What follows belongs to an exercise in optimizing a design on an open flow for small area; a production flow would make more cautious choices.
At most, simulation tests tie the RTL to the original design; equivalence was not proved.
Power figures rest on the tool's default switching activity, not on a simulated workload.

==> 07-05 <==
==> flow/design.v <==
module serial_parallel_converter #(
    parameter int unsigned parallelWidth = 512,
    parameter int unsigned serialWidth   = 8
) (
    input  logic                                              clk,
    input  logic                                              rst,
    input  logic [serialWidth-1:0]                            inData,
    input  logic                                              inDataPresent,
    input  logic                                              inDataStartOfFrame,
    input  logic                                              inDataEndOfFrame,
    input  logic                                              inDataError,
    output logic [parallelWidth-1:0]                          outData,
    output logic                                              outValid,
    input  logic                                              outReady,
    output logic                                              outStartOfFrame,
    output logic                                              outEndOfFrame,
    output logic                                              outError,
    output logic [$clog2(parallelWidth/serialWidth):0]        outBytes,
    output logic                                              overflow
);
    localparam int unsigned N  = parallelWidth / serialWidth;
    localparam int unsigned LW = $clog2(N);
    localparam int unsigned CW = LW + 1;
    localparam int unsigned SW = serialWidth;
    logic [parallelWidth-1:0] acc_q;      
    logic [parallelWidth-1:0] nxt_c;      
    logic [LW-1:0]            cnt_q;      
    logic                     fill_q;     
    logic                     err_q;
    logic                     wsof_q;
    logic                     clr_q;      
    logic                     hold_c, slot_c, accept_c, partial_c, complete_c;
    logic                     cnt_zero_c, last_c, load_c, load_part_c, load_word_c, drop_c;
    logic [LW-1:0]            lane_c;
    logic [CW-1:0]            new_cnt_c;
    logic                     new_err_c, new_sof_c;
    logic                     wr_c;       
    logic                     wr0_c;      
    logic [SW-1:0]            bus0_c, bus1_c, bus_c;
    logic [N-1:0]             en_c;
    logic [SW-1:0]            out0_c;
    assign cnt_zero_c = (cnt_q == '0);
    assign accept_c   = inDataPresent && (inDataStartOfFrame || fill_q);
    assign partial_c  = inDataPresent && inDataStartOfFrame && !cnt_zero_c;
    assign lane_c     = inDataStartOfFrame ? '0 : cnt_q;
    assign last_c     = (lane_c == LW'(N - 1));
    assign new_cnt_c  = {1'b0, lane_c} + CW'(1);
    assign complete_c = accept_c && (last_c || inDataEndOfFrame);
    assign new_err_c  = inDataStartOfFrame ? inDataError : (err_q || inDataError);
    assign new_sof_c  = inDataStartOfFrame || wsof_q;
    assign hold_c      = outValid && !outReady;
    assign slot_c      = !hold_c;
    assign load_part_c = partial_c && slot_c;
    assign load_word_c = complete_c && slot_c && !partial_c;
    assign load_c      = load_part_c || load_word_c;
    assign drop_c      = (partial_c && !slot_c) || (complete_c && !load_word_c);
    assign wr_c   = accept_c && !inDataStartOfFrame;
    assign wr0_c  = accept_c && (inDataStartOfFrame || cnt_zero_c);
    assign bus0_c = inData;
    assign bus1_c = (clr_q && !(wr_c && cnt_q == LW'(1))) ? '0 : inData;
    assign bus_c  = clr_q ? '0 : inData;
    always_comb begin
        for (int k = 0; k < int'(N); k++) begin
            if (k == 0)
                en_c[k] = wr0_c;
            else
                en_c[k] = clr_q || (wr_c && cnt_q == LW'(k));
        end
    end
    genvar g;
    generate
        for (g = 0; g < int'(N); g++) begin : g_lane
            if (g == 0) begin : g_l0
                assign nxt_c[g*SW +: SW] = en_c[g] ? bus0_c : acc_q[g*SW +: SW];
            end else if (g == 1) begin : g_l1
                assign nxt_c[g*SW +: SW] = en_c[g] ? bus1_c : acc_q[g*SW +: SW];
            end else begin : g_ln
                assign nxt_c[g*SW +: SW] = en_c[g] ? bus_c : acc_q[g*SW +: SW];
            end
        end
    endgenerate
    assign out0_c = partial_c ? acc_q[SW-1:0] : nxt_c[SW-1:0];
    always_ff @(posedge clk) begin
        acc_q <= nxt_c;
        if (!hold_c) begin
            outData <= {nxt_c[parallelWidth-1:SW], out0_c};
            if (partial_c) begin
                outBytes        <= {1'b0, cnt_q};
                outStartOfFrame <= wsof_q;
                outEndOfFrame   <= 1'b1;
                outError        <= 1'b1;
            end else begin
                outBytes        <= new_cnt_c;
                outStartOfFrame <= new_sof_c;
                outEndOfFrame   <= inDataEndOfFrame;
                outError        <= new_err_c;
            end
        end
    end
    always_ff @(posedge clk) begin
        if (rst) begin
            fill_q   <= 1'b0;
            cnt_q    <= '0;
            clr_q    <= 1'b1;
            outValid <= 1'b0;
            overflow <= 1'b0;
        end else begin
            outValid <= hold_c || load_c;
            overflow <= overflow || drop_c;
            clr_q    <= partial_c || complete_c;
            if (accept_c) begin
                if (complete_c) begin
                    cnt_q  <= '0;
                    fill_q <= inDataEndOfFrame ? 1'b0 : (slot_c && !partial_c);
                end else begin
                    cnt_q  <= new_cnt_c[LW-1:0];
                    fill_q <= 1'b1;
                end
            end
        end
    end
    always_ff @(posedge clk) begin
        if (accept_c) begin
            err_q  <= new_err_c;
            wsof_q <= complete_c ? 1'b0 : new_sof_c;
        end
    end
endmodule
==> flow/run.sh <==
#!/bin/bash
# synth_recipe.tcl (not shown) runs the flow's synth.tcl, then flattens the netlist and writes it again
# the make line also repeats each setting of config.mk as NAME=value (left out here)
make -C /OpenROAD-flow-scripts/flow DESIGN_CONFIG=/design/flow/config.mk WORK_HOME=/design/flow/orfs CLKGATE_MAP_FILE= SYNTH_SCRIPT=/design/flow/synth_recipe.tcl finish
==> flow/config.mk <==
export PLATFORM = sky130hd
export DESIGN_NAME = serial_parallel_converter
export DESIGN_NICKNAME = serial_parallel_converter
export VERILOG_FILES = /design/flow/design.v
export SDC_FILE = /design/flow/constraint.sdc
export NUM_CORES = 4
export LEC_CHECK = 0
export ABC_AREA = 1
export CAP_MARGIN = 20
export CORE_MARGIN = 2
export CORE_UTILIZATION = 40
export SLEW_MARGIN = 20
==> flow/constraint.sdc <==
create_clock -name core_clock -period 4.0 [get_ports {clk}]
set_input_delay 0.8000 -clock core_clock [delete_from_list [all_inputs] [get_ports {clk}]]
set_output_delay 0.8000 -clock core_clock [all_outputs]
set_load 0.01 [all_outputs]
==> inputs of 01-01, as changes to 07-05 <==
--- a/flow/design.v
+++ b/flow/design.v
@@ -76,2 +76,4 @@
                 assign nxt_c[g*SW +: SW] = en_c[g] ? bus1_c : acc_q[g*SW +: SW];
+            end else if (g == int'(N) - 1) begin : g_lt
+                assign nxt_c[g*SW +: SW] = bus_c & {SW{en_c[g]}};
             end else begin : g_ln
@@ -83,3 +85,3 @@
     always_ff @(posedge clk) begin
-        acc_q <= nxt_c;
+        acc_q   <= {{SW{1'b0}}, nxt_c[parallelWidth-SW-1:0]};
         if (!hold_c) begin
==> flow/flow/run.sh (new file) <==
#!/bin/bash
# Standard ORFS layout with two changes: the port buffers are the smallest buffer
# (buf_1) and the clock tree uses the buffers and clustering given below, without dummy loads.
set -euo pipefail
export BUFFER_PORTS_ARGS="-buffer_cell sky130_fd_sc_hd__buf_1"
export CTS_ARGS="-sink_clustering_enable -repair_clock_nets -dont_use_dummy_load -buf_list sky130_fd_sc_hd__clkbuf_8 -sink_clustering_size 15 -sink_clustering_max_diameter 60"
bash standard.sh > make_finish.log 2>&1
==> flow/standard.sh (new file) <==
#!/bin/bash
# synth_recipe.tcl (not shown) runs the flow's synth.tcl, then flattens the netlist and writes it again
# the make line also repeats each setting of config.mk as NAME=value (left out here)
make -C /OpenROAD-flow-scripts/flow DESIGN_CONFIG=/design/flow/config.mk WORK_HOME=/design/flow/orfs CLKGATE_MAP_FILE= SYNTH_SCRIPT=/design/flow/synth_recipe.tcl "${@:-finish}"
removed: flow/run.sh
==> inputs of 03-23, as changes to 07-05 <==
==> flow/design.v, changed modules only <==
module serial_parallel_converter #(
    parameter int unsigned parallelWidth = 512,
    parameter int unsigned serialWidth   = 8
) (
    input  logic                                              clk,
    input  logic                                              rst,
    input  logic [serialWidth-1:0]                            inData,
    input  logic                                              inDataPresent,
    input  logic                                              inDataStartOfFrame,
    input  logic                                              inDataEndOfFrame,
    input  logic                                              inDataError,
    output logic [parallelWidth-1:0]                          outData,
    output logic                                              outValid,
    input  logic                                              outReady,
    output logic                                              outStartOfFrame,
    output logic                                              outEndOfFrame,
    output logic                                              outError,
    output logic [$clog2(parallelWidth/serialWidth):0]        outBytes,
    output logic                                              overflow
);
    localparam int unsigned N  = parallelWidth / serialWidth;
    localparam int unsigned LW = $clog2(N);
    localparam int unsigned CW = LW + 1;
    localparam int unsigned SW = serialWidth;
    logic [LW-1:0] cnt_q;       
    logic          fill_q;      
    logic          err_q;
    logic          wsof_q;
    logic          clr_q;       
    logic          ovn_q;       
    logic          hold_c, slot_c, accept_c, partial_c, complete_c, cnt_zero_c, last_c;
    logic          load_c, load_word_c, drop_c, wr_c, wr0_c, load_d_c;
    logic [LW-1:0] lane_c;
    logic [CW-1:0] new_cnt_c;
    logic          new_err_c, new_sof_c;
    logic [N-1:0]  wr_k_c;
    logic          keep_c;
    assign cnt_zero_c = (cnt_q == '0);
    assign accept_c   = inDataPresent && (inDataStartOfFrame || fill_q);
    assign partial_c  = inDataPresent && inDataStartOfFrame && !cnt_zero_c;
    assign lane_c     = inDataStartOfFrame ? '0 : cnt_q;
    assign last_c     = (lane_c == LW'(N - 1));
    assign new_cnt_c  = {1'b0, lane_c} + CW'(1);
    assign complete_c = accept_c && (last_c || inDataEndOfFrame);
    assign new_err_c  = inDataStartOfFrame ? inDataError : (err_q || inDataError);
    assign new_sof_c  = inDataStartOfFrame || wsof_q;
    assign hold_c      = outValid && !outReady;
    assign slot_c      = !hold_c;
    assign load_word_c = complete_c && slot_c && !partial_c;
    assign load_c      = (partial_c && slot_c) || load_word_c;
    assign drop_c      = (partial_c && !slot_c) || (complete_c && !load_word_c);
    assign load_d_c    = ovn_q || outReady;
    assign wr_c  = accept_c && !inDataStartOfFrame;
    assign wr0_c = accept_c && (inDataStartOfFrame || cnt_zero_c);
    always_comb begin
        for (int k = 0; k < int'(N); k++) begin
            wr_k_c[k] = wr_c && (cnt_q == LW'(k));
        end
    end
    assign keep_c = !clr_q;
    logic [parallelWidth-1:0] lanes_q;    
    genvar g;
    generate
        for (g = 1; g < int'(N) - 1; g++) begin : g_lane
            s2p_lane #(.W(SW)) u_lane (
                .clk  (clk),
                .wr   (wr_k_c[g]),
                .keep (keep_c),
                .bus  (inData),
                .hold (hold_c),
                .load (load_d_c),
                .q    (lanes_q[g*SW +: SW])
            );
        end
    endgenerate
    assign lanes_q[SW-1:0]               = '0;
    assign lanes_q[parallelWidth-1 -: SW] = '0;
    logic [SW-1:0] out0_q;
    logic          sel0_c;
    logic [SW-1:0] outl_q;
    logic          wrl_c;
    assign sel0_c = wr0_c && !partial_c;
    assign wrl_c  = wr_k_c[N-1] && load_d_c;
    s2p_lane0 #(.W(SW)) u_lane0 (
        .clk     (clk),
        .wr      (wr0_c),
        .keep    (!wr0_c),
        .sel_in  (sel0_c),
        .sel_acc (!sel0_c),
        .bus     (inData),
        .hold    (hold_c),
        .load    (load_d_c),
        .q       (out0_q)
    );
    assign outData = {outl_q, lanes_q[parallelWidth-SW-1:SW], out0_q};
    always_ff @(posedge clk) begin
        outl_q <= (outl_q & {SW{hold_c}}) | (inData & {SW{wrl_c}});
        if (!hold_c) begin
            if (partial_c) begin
                outBytes        <= {1'b0, cnt_q};
                outStartOfFrame <= wsof_q;
                outEndOfFrame   <= 1'b1;
                outError        <= 1'b1;
            end else begin
                outBytes        <= new_cnt_c;
                outStartOfFrame <= new_sof_c;
                outEndOfFrame   <= inDataEndOfFrame;
                outError        <= new_err_c;
            end
        end
    end
    always_ff @(posedge clk) begin
        if (rst) begin
            fill_q   <= 1'b0;
            cnt_q    <= '0;
            clr_q    <= 1'b1;
            outValid <= 1'b0;
            ovn_q    <= 1'b1;
            overflow <= 1'b0;
        end else begin
            outValid <= hold_c || load_c;
            ovn_q    <= !(hold_c || load_c);
            overflow <= overflow || drop_c;
            clr_q    <= partial_c || complete_c;
            if (accept_c) begin
                if (complete_c) begin
                    cnt_q  <= '0;
                    fill_q <= inDataEndOfFrame ? 1'b0 : (slot_c && !partial_c);
                end else begin
                    cnt_q  <= new_cnt_c[LW-1:0];
                    fill_q <= 1'b1;
                end
            end
        end
    end
    always_ff @(posedge clk) begin
        if (accept_c) begin
            err_q  <= new_err_c;
            wsof_q <= complete_c ? 1'b0 : new_sof_c;
        end
    end
endmodule
module s2p_lane #(
    parameter int unsigned W = 8
) (
    input  logic         clk,
    input  logic         wr,
    input  logic         keep,
    input  logic [W-1:0] bus,
    input  logic         hold,
    input  logic         load,
    output logic [W-1:0] q
);
    logic [W-1:0] acc_q, nxt_c;
    assign nxt_c = (acc_q & {W{keep}}) | (bus & {W{wr}});
    always_ff @(posedge clk) begin
        acc_q <= nxt_c;
        q     <= (q & {W{hold}}) | (nxt_c & {W{load}});
    end
endmodule
module s2p_lane0 #(
    parameter int unsigned W = 8
) (
    input  logic         clk,
    input  logic         wr,
    input  logic         keep,
    input  logic         sel_in,
    input  logic         sel_acc,
    input  logic [W-1:0] bus,
    input  logic         hold,
    input  logic         load,
    output logic [W-1:0] q
);
    logic [W-1:0] acc_q, src_c;
    assign src_c = (bus & {W{sel_in}}) | (acc_q & {W{sel_acc}});
    always_ff @(posedge clk) begin
        acc_q <= (acc_q & {W{keep}}) | (bus & {W{wr}});
        q     <= (q & {W{hold}}) | (src_c & {W{load}});
    end
endmodule
==> flow/flow/run.sh (new file) <==
#!/bin/bash
# Standard ORFS layout with two changes: the port buffers are the smallest buffer
# (buf_1) and the clock tree uses the buffers and clustering given below, without dummy loads.
set -euo pipefail
export BUFFER_PORTS_ARGS="-buffer_cell sky130_fd_sc_hd__buf_1"
export CTS_ARGS="-sink_clustering_enable -repair_clock_nets -dont_use_dummy_load -buf_list sky130_fd_sc_hd__clkbuf_8 -sink_clustering_size 16 -sink_clustering_max_diameter 60"
bash standard.sh > make_finish.log 2>&1
==> flow/standard.sh (new file) <==
#!/bin/bash
# synth_recipe.tcl (not shown) runs the flow's synth.tcl, then flattens the netlist and writes it again
# the make line also repeats each setting of config.mk as NAME=value (left out here)
make -C /OpenROAD-flow-scripts/flow DESIGN_CONFIG=/design/flow/config.mk WORK_HOME=/design/flow/orfs CLKGATE_MAP_FILE= SYNTH_SCRIPT=/design/flow/synth_recipe.tcl "${@:-finish}"
Settings changed: ABC_AREA 1 to unset, CORE_UTILIZATION 40 to 70, PLACE_DENSITY set to 0.85, SYNTH_HIERARCHICAL set to 1.
removed: flow/run.sh
==> run summary <==
Post-Synth Adder-Cell Area=less than 1%; syn_nets=between 2000 and 3000; fraction of area in multi-input gates=about 14%; Final #Nets=about 3000; multi-input gates=1233; Seq pwr share=50.6%; outcome=timing/DRC/antenna clean; Tapcells=1070; Final Non-Filler Cells=4204; hold path start=acc_q[204]$_DFF_P_; Worst setup SP type=input port; NonClk Buf Share=13.9%; first-pass GRT wire length=137000 µm; combinational share of power=7.8%; CTS clk-pin slew, worst paths=0.06 ns
the above is filed under 07-05

==> run summary <==
multi-input gates=1189; Final Non-Filler Cells=around 3500; first-pass GRT wire length=between 100000 and 150000 µm; Seq pwr share=between 60% and 70%; NonClk Buf Share=7.07%; min Tclk post-route=roughly 3 ns; Vert. Die Dim=220 µm; Final #Nets=2904; Tapcells=between 600 and 700; hold path start=inDataError; outcome=timing/DRC/antenna clean; syn_nets=~2500; Post-Synth Adder-Cell Area=less than 1%; combinational share of power=3.7%; synth cell count leaders=1027 x dfxtp_1, 1026 x a22o_1, 126 x buf_1, 126 x buf_6, 74 x nor2_1
the above is filed under 03-23

==> run summary <==
Final #Nets=3062; first-pass GRT wire length=125000 µm; NonClk Buf Share=6.93%; Post-Synth Adder-Cell Area=0.0383%; CTS clk-pin slew, worst paths=around 0.10 ns; Tapcells=1060; Seq pwr share=63.6%; combinational share of power=10.4%; outcome=timing/DRC/antenna clean; multi-input gates=1241
the above is filed under 01-01

No functional check of the RTL was part of 01-01.

-- separate check: timing with driven ports --
Ports are ideal in the flow. The routed layouts listed here were re-timed in OpenROAD. Step 1 (the two cells are an assumption about what drives the block):
set clk [get_ports {clk}]
set_driving_cell -lib_cell sky130_fd_sc_hd__clkbuf_16 $clk
set_driving_cell -lib_cell sky130_fd_sc_hd__buf_2 [delete_from_list [all_inputs] $clk]
Step 2 times the ports against the registers' clock, not the clock port: input delays grow and output delays shrink by t, the midpoint of the rising clock arrivals with the driver on. Three values: ideal, step 1, step 2; two values: the first two.
run	shift t [ns]	slack for setup (ns)	worst slew at a driven data input, ns
07-05	0.723	1.223 / 1.240 / 0.517	0.11
01-01	0.727	1.236 / 1.236 / 1.005	0.03
03-23	0.722	0.944 / 0.937 / 0.215	0.13
After both steps setup and hold are still met in every run listed. For 03-23, which loses most, drivers alone change the setup slack by -0.007 ns; drivers and shift together by -0.729 ns.
